This is an optimization exercise on Yosys and OpenROAD, whose aim is small area, a short achievable clock period and few clock cycles per item, not a production implementation. Power and IR drop assume default switching activity.

old:
## fetch_top
module fetch_top (
    input  logic  clk_in,
    input  logic  br_reset,
    input  logic  stall,
    input  logic  redirect_valid,
    input  logic [31:0] redirect_pc,
    output logic  out_valid,
    output logic [31:0] out_ins,
    output logic [31:0] out_pc,
    output logic [31:0] out_pred_pc,
    input  logic  upd_valid,
    input  logic [31:0] upd_pc,
    input  logic  upd_taken,
    output logic  mem_req,
    output logic [31:0] mem_addr,
    input  logic  mem_ack,
    input  logic [31:0] mem_data
);
Settings: LEC_CHECK=0, ABC_CLOCK_PERIOD_IN_PS=2000, CAP_MARGIN=20, CORE_MARGIN=8, CORE_UTILIZATION=40, SETUP_SLACK_MARGIN=3.5, SLEW_MARGIN=20, SYNTH_HIERARCHICAL=1, SYNTH_MINIMUM_KEEP_SIZE=0; clock period 6.0 ns.
run.sh (not shown) runs the stock make flow with config.mk's settings and CLKGATE_MAP_FILE= SYNTH_SCRIPT=/design/flow/synth_recipe.tcl, a recipe that flattens the netlist after the stock synthesis.
old did not stop at any stage, and its layout met the timing, DRC and antenna checks.
Inputs modified between old and new:
- ABC_CLOCK_PERIOD_IN_PS: 2000 -> 2500
- CTS_BUF_LIST: unset -> sky130_fd_sc_hd__clkbuf_4 sky130_fd_sc_hd__clkbuf_8
- CTS_CLUSTER_SIZE: unset -> 30
- SYNTH_HIERARCHICAL: 1 -> unset
- SYNTH_MINIMUM_KEEP_SIZE: 0 -> unset
==> flow/flow/run.sh (new file) <==
#!/bin/bash
# The standard layout, with the ports buffered by the smallest buffer
# instead of the flow's default pick; repair still resizes them as needed.
set -euo pipefail
export BUFFER_PORTS_ARGS="-buffer_cell sky130_fd_sc_hd__buf_1"
bash standard.sh > standard.log 2>&1
==> flow/standard.sh (new file) <==
#!/bin/bash
# synth_recipe.tcl (not shown) runs the flow's synth.tcl, then flattens the netlist and writes it again
# the make line also repeats each setting of config.mk as NAME=value (left out here)
make -C /OpenROAD-flow-scripts/flow DESIGN_CONFIG=/design/flow/config.mk WORK_HOME=/design/flow/orfs CLKGATE_MAP_FILE= SYNTH_SCRIPT=/design/flow/synth_recipe.tcl "${@:-finish}"
removed: flow/run.sh
- Going from old to new, the relative area of clock buffers and inverters in the final design was found to have gone down by 0.47 points.
- Relative to old, worst stage delay on the critical path increased by 0.13 ns in new.
- old -> new: design area decreased by more than 10%
Function was not checked in any run of this note: the RTL went through the layout flow alone.

willow:
fetch_top, a different RTL version from the one above (not shown whole).
Size: about 140 flip-flops, about 230 I/O pins, about 9100 um2 of cells after synthesis.
Settings: LEC_CHECK=0, ABC_CLOCK_PERIOD_IN_PS=3000, CAP_MARGIN=20, CORE_MARGIN=8, CORE_UTILIZATION=40, CTS_BUF_LIST=sky130_fd_sc_hd__clkbuf_4 sky130_fd_sc_hd__clkbuf_8, CTS_CLUSTER_SIZE=30, SETUP_SLACK_MARGIN=3.3, SLEW_MARGIN=20, SYNTH_HIERARCHICAL=1, SYNTH_MINIMUM_KEEP_SIZE=0; clock period 6.0 ns.
standard.sh (not shown) runs the stock make flow with config.mk's settings and CLKGATE_MAP_FILE= SYNTH_SCRIPT=/design/flow/synth_recipe.tcl, a recipe that flattens the netlist after the stock synthesis.
==> flow/flow/run.sh <==
#!/bin/bash
# The standard layout, with the ports buffered by the smallest buffer
# instead of the flow's default pick; repair still resizes them as needed.
set -euo pipefail
export BUFFER_PORTS_ARGS="-buffer_cell sky130_fd_sc_hd__buf_1"
export REMOVE_ABC_BUFFERS=1
bash standard.sh > standard.log 2>&1
willow was carried through to the last stage, and its layout satisfied the timing, DRC and antenna checks.
--- input diff willow..pepper ---
-- flow/config.mk --
<<< willow, line 8
>>> pepper, line 8
export ABC_AREA = 1
<<< willow, line 14
export SETUP_SLACK_MARGIN = 3.3
>>> pepper, line 15
export SETUP_SLACK_MARGIN = 3.5
### Flow results
Summary: with willow as the reference, combined area of the multi-input logic cells in pepper moved up by a few percent.
A commonest non-fill, non-tap cell in the layout of sky130_fd_sc_hd__buf_1 is what willow shows, while sky130_fd_sc_hd__nand2_1 belongs to pepper.
Lower part of the cycle the worst path needs goes to pepper over willow.
Routed metal-1 wirelength delta for pepper relative to willow: 17% higher
In the metrics for pepper and willow, the one carrying the higher layout-stage area growth over the synthesis result is willow.
pepper ended up with a higher switching power share of the total than willow did.
Between pepper and willow, it is pepper whose via count of the first global-routing pass is higher, by 1928.
No run of this note included a check of the RTL's function; only the layout flow was run.

## static timing again, ports no longer ideal
Ports are ideal in the flow. The routed layouts listed here were re-timed in OpenROAD.
Step 1 assumes that a clkbuf_16 drives the clock port and a buf_2 every other input.
Step 2, shift: input delay + t, output delay - t, t = (earliest + latest rising clock arrival at the registers) / 2. This alone moves slack from input paths to output paths.
Three values: no drivers, after step 1, after step 2; two values: the first two.
run | shift t [ns] | setup slack, ns | clock arrival spread, ns | worst slew at a driven data input, ns | pins driven straight from the clock port
old | 0.471 | 2.710 / 2.710 / 2.639 | 0.012 / 0.013 | 0.20 | 1
new | 0.494 | 1.975 / 1.975 / 1.975 | 0.009 / 0.009 | 0.15 | 1
willow | 0.493 | 3.198 / 3.195 / 2.702 | 0.020 / 0.020 | 0.08 | 1
pepper | 0.493 | 3.548 / 3.522 / 3.057 | 0.017 / 0.017 | 0.07 | 1
After both steps every run listed still meets setup and hold. For willow, which loses most, drivers alone change the setup slack by -0.003 ns; drivers and shift together by -0.496 ns.
